Source: an optimization exercise on an open RTL-to-GDS flow (aim: small area, a short achievable clock period and few clock cycles per item). Production flows keep margins and buffers that such runs may drop. Only simulation tests tie the RTL to the original design; equivalence was not proved.

job 3336:
==> flow/design.v (excerpt) <==
module cordic_park_engine #(
  parameter int WIDTH       = 16,
  parameter int ANGLE_WIDTH = 16,
  parameter int ITERATIONS  = 14,
  parameter int GUARD_BITS  = 3,
  parameter int GAIN_BITS   = 15,
  parameter int TAG_WIDTH   = 2
) (
  input  logic                          clk,
  input  logic                          rst,
  input  logic                          in_valid,
  output logic                          in_ready,
  input  logic                          mode,
  input  logic signed [WIDTH-1:0]       in_x,
  input  logic signed [WIDTH-1:0]       in_y,
  input  logic [ANGLE_WIDTH-1:0]        angle,
  input  logic [TAG_WIDTH-1:0]          in_tag,
  output logic                          out_valid,
  input  logic                          out_ready,
  output logic signed [WIDTH-1:0]       out_x,
  output logic signed [WIDTH-1:0]       out_y,
  output logic [TAG_WIDTH-1:0]          out_tag,
  output logic                          busy
);
Size in the first run: ~5200 cells after synthesis, roughly 480 flip-flops, roughly 92 I/O pins, roughly 55000 µm² of cells after synthesis.
export LEC_CHECK = 0
export ABC_CLOCK_PERIOD_IN_PS = 5000
export CAP_MARGIN = 20
export CORE_MARGIN = 2
export CORE_UTILIZATION = 60
export CTS_BUF_LIST = sky130_fd_sc_hd__clkbuf_4 sky130_fd_sc_hd__clkbuf_8
export CTS_CLUSTER_DIAMETER = 50
export CTS_CLUSTER_SIZE = 20
export PLACE_DENSITY = 0.72
export SETUP_SLACK_MARGIN = 5
export SLEW_MARGIN = 20
create_clock -name core_clock -period 10.0 [get_ports {clk}]
run.sh (not shown) runs the stock make flow with config.mk's settings and CLKGATE_MAP_FILE= SYNTH_SCRIPT=/design/flow/synth_recipe.tcl, a recipe that flattens the netlist after the stock synthesis.
Job 3336 was carried through to the last stage, and its layout satisfied the timing, design-rule and antenna checks.
Testbench counts of job 3336, summed over its fixed seeds: cycles 2,472, items 2,400.
#### Input delta (job 6346 over job 3336)
# job 3336
export LEC_CHECK = 0
export ABC_CLOCK_PERIOD_IN_PS = 5000
export CAP_MARGIN = 20
export CORE_MARGIN = 2
export CORE_UTILIZATION = 60
export CTS_BUF_LIST = sky130_fd_sc_hd__clkbuf_4 sky130_fd_sc_hd__clkbuf_8
export CTS_CLUSTER_DIAMETER = 50
export CTS_CLUSTER_SIZE = 20
export PLACE_DENSITY = 0.72
export SETUP_SLACK_MARGIN = 5
export SLEW_MARGIN = 20
create_clock -name core_clock -period 10.0 [get_ports {clk}]
# job 6346
export LEC_CHECK = 0
export ABC_CLOCK_PERIOD_IN_PS = 5000
export CAP_MARGIN = 20
export CORE_MARGIN = 2
export CORE_UTILIZATION = 60
export CTS_BUF_LIST = sky130_fd_sc_hd__clkbuf_4 sky130_fd_sc_hd__clkbuf_8
export CTS_CLUSTER_DIAMETER = 50
export CTS_CLUSTER_SIZE = 20
export GPL_ROUTABILITY_DRIVEN = 0
export GPL_TIMING_DRIVEN = 1
export PLACE_DENSITY = 0.72
export SETUP_SLACK_MARGIN = 5
export SLEW_MARGIN = 20
create_clock -name core_clock -period 10.0 [get_ports {clk}]
==> run notes <==
The area occupied by multi-input gates was comparable across job 6346 and job 3336.
Job 6346 ended up with a lower slew at the pin closest to its max-slew limit than job 3336 did.
Between job 6346 and job 3336, the sequential share of layout area figures differ only marginally.
Diff job 3336 -> job 6346: sequential share of the synthesized area about even; pre-CTS setup slack rose 0.036 ns.
met1 demand-to-capacity share in global routing in job 6346 is 0.62 points lower than in job 3336
Number of vias in the routed layout across job 6346 and job 3336: no real change.
~same final core area utilization in job 6346 and job 3336
Modified inputs, job 539 compared to job 6346
# job 6346
export LEC_CHECK = 0
export ABC_CLOCK_PERIOD_IN_PS = 5000
export CAP_MARGIN = 20
export CORE_MARGIN = 2
export CORE_UTILIZATION = 60
export CTS_BUF_LIST = sky130_fd_sc_hd__clkbuf_4 sky130_fd_sc_hd__clkbuf_8
export CTS_CLUSTER_DIAMETER = 50
export CTS_CLUSTER_SIZE = 20
export GPL_ROUTABILITY_DRIVEN = 0
export GPL_TIMING_DRIVEN = 1
export PLACE_DENSITY = 0.72
export SETUP_SLACK_MARGIN = 5
export SLEW_MARGIN = 20
create_clock -name core_clock -period 10.0 [get_ports {clk}]
# job 539
export LEC_CHECK = 0
export ABC_CLOCK_PERIOD_IN_PS = 5000
export CAP_MARGIN = 20
export CORE_MARGIN = 2
export CORE_UTILIZATION = 60
export CTS_BUF_LIST = sky130_fd_sc_hd__clkbuf_4 sky130_fd_sc_hd__clkbuf_8
export CTS_CLUSTER_DIAMETER = 50
export CTS_CLUSTER_SIZE = 20
export PLACE_DENSITY = 0.72
export SETUP_SLACK_MARGIN = 5
export SLEW_MARGIN = 20
create_clock -name core_clock -period 10.0 [get_ports {clk}]
==> flow/flow/run.sh (new file) <==
#!/bin/bash
bash standard.sh SETUP_SLACK_MARGIN=5.3 finish > standard.log 2>&1
==> flow/standard.sh (new file) <==
#!/bin/bash
# synth_recipe.tcl (not shown) runs the flow's synth.tcl, then flattens the netlist and writes it again
# the make line also repeats each setting of config.mk as NAME=value (left out here)
make -C /OpenROAD-flow-scripts/flow DESIGN_CONFIG=/design/flow/config.mk WORK_HOME=/design/flow/orfs CLKGATE_MAP_FILE= SYNTH_SCRIPT=/design/flow/synth_recipe.tcl "${@:-finish}"
removed: flow/run.sh
[summary]
Job 539: all stages complete, timing, DRC and antenna checks passed
Job 539 vs job 6346: fmax up in job 539
Diff job 539..job 6346 | worst hold margin | negligible
Job 539 does worse than job 6346 on via total after detailed routing.

## static timing again, ports no longer ideal
In the flow no input, the clock included, has a driving cell. The finished layouts below were timed again as built, in two steps.
Step 1 sets driving cells, clkbuf_16 on the clock port and buf_2 on the other inputs (assumed; they add their load-dependent delay and slew).
Step 2 also shifts input and output timing later by t, the mid clock arrival at the registers, as if the neighbouring blocks saw the same clock.
Slacks: ideal / step 1 / step 2; pairs: ideal / step 1.
run	t (ns)	slack for setup (ns)	clock arrival spread, ns
job 3336	0.783	5.016 / 5.016 / 4.551	0.070 / 0.069
job 6346	0.756	5.025 / 5.006 / 4.471	0.046 / 0.045
job 539	0.800	5.126 / 5.126 / 4.577	0.060 / 0.060
After both steps setup and hold are still met in every run listed. The setup slack of job 6346, which loses most, moves by -0.019 ns with the drivers and by -0.554 ns with both steps.
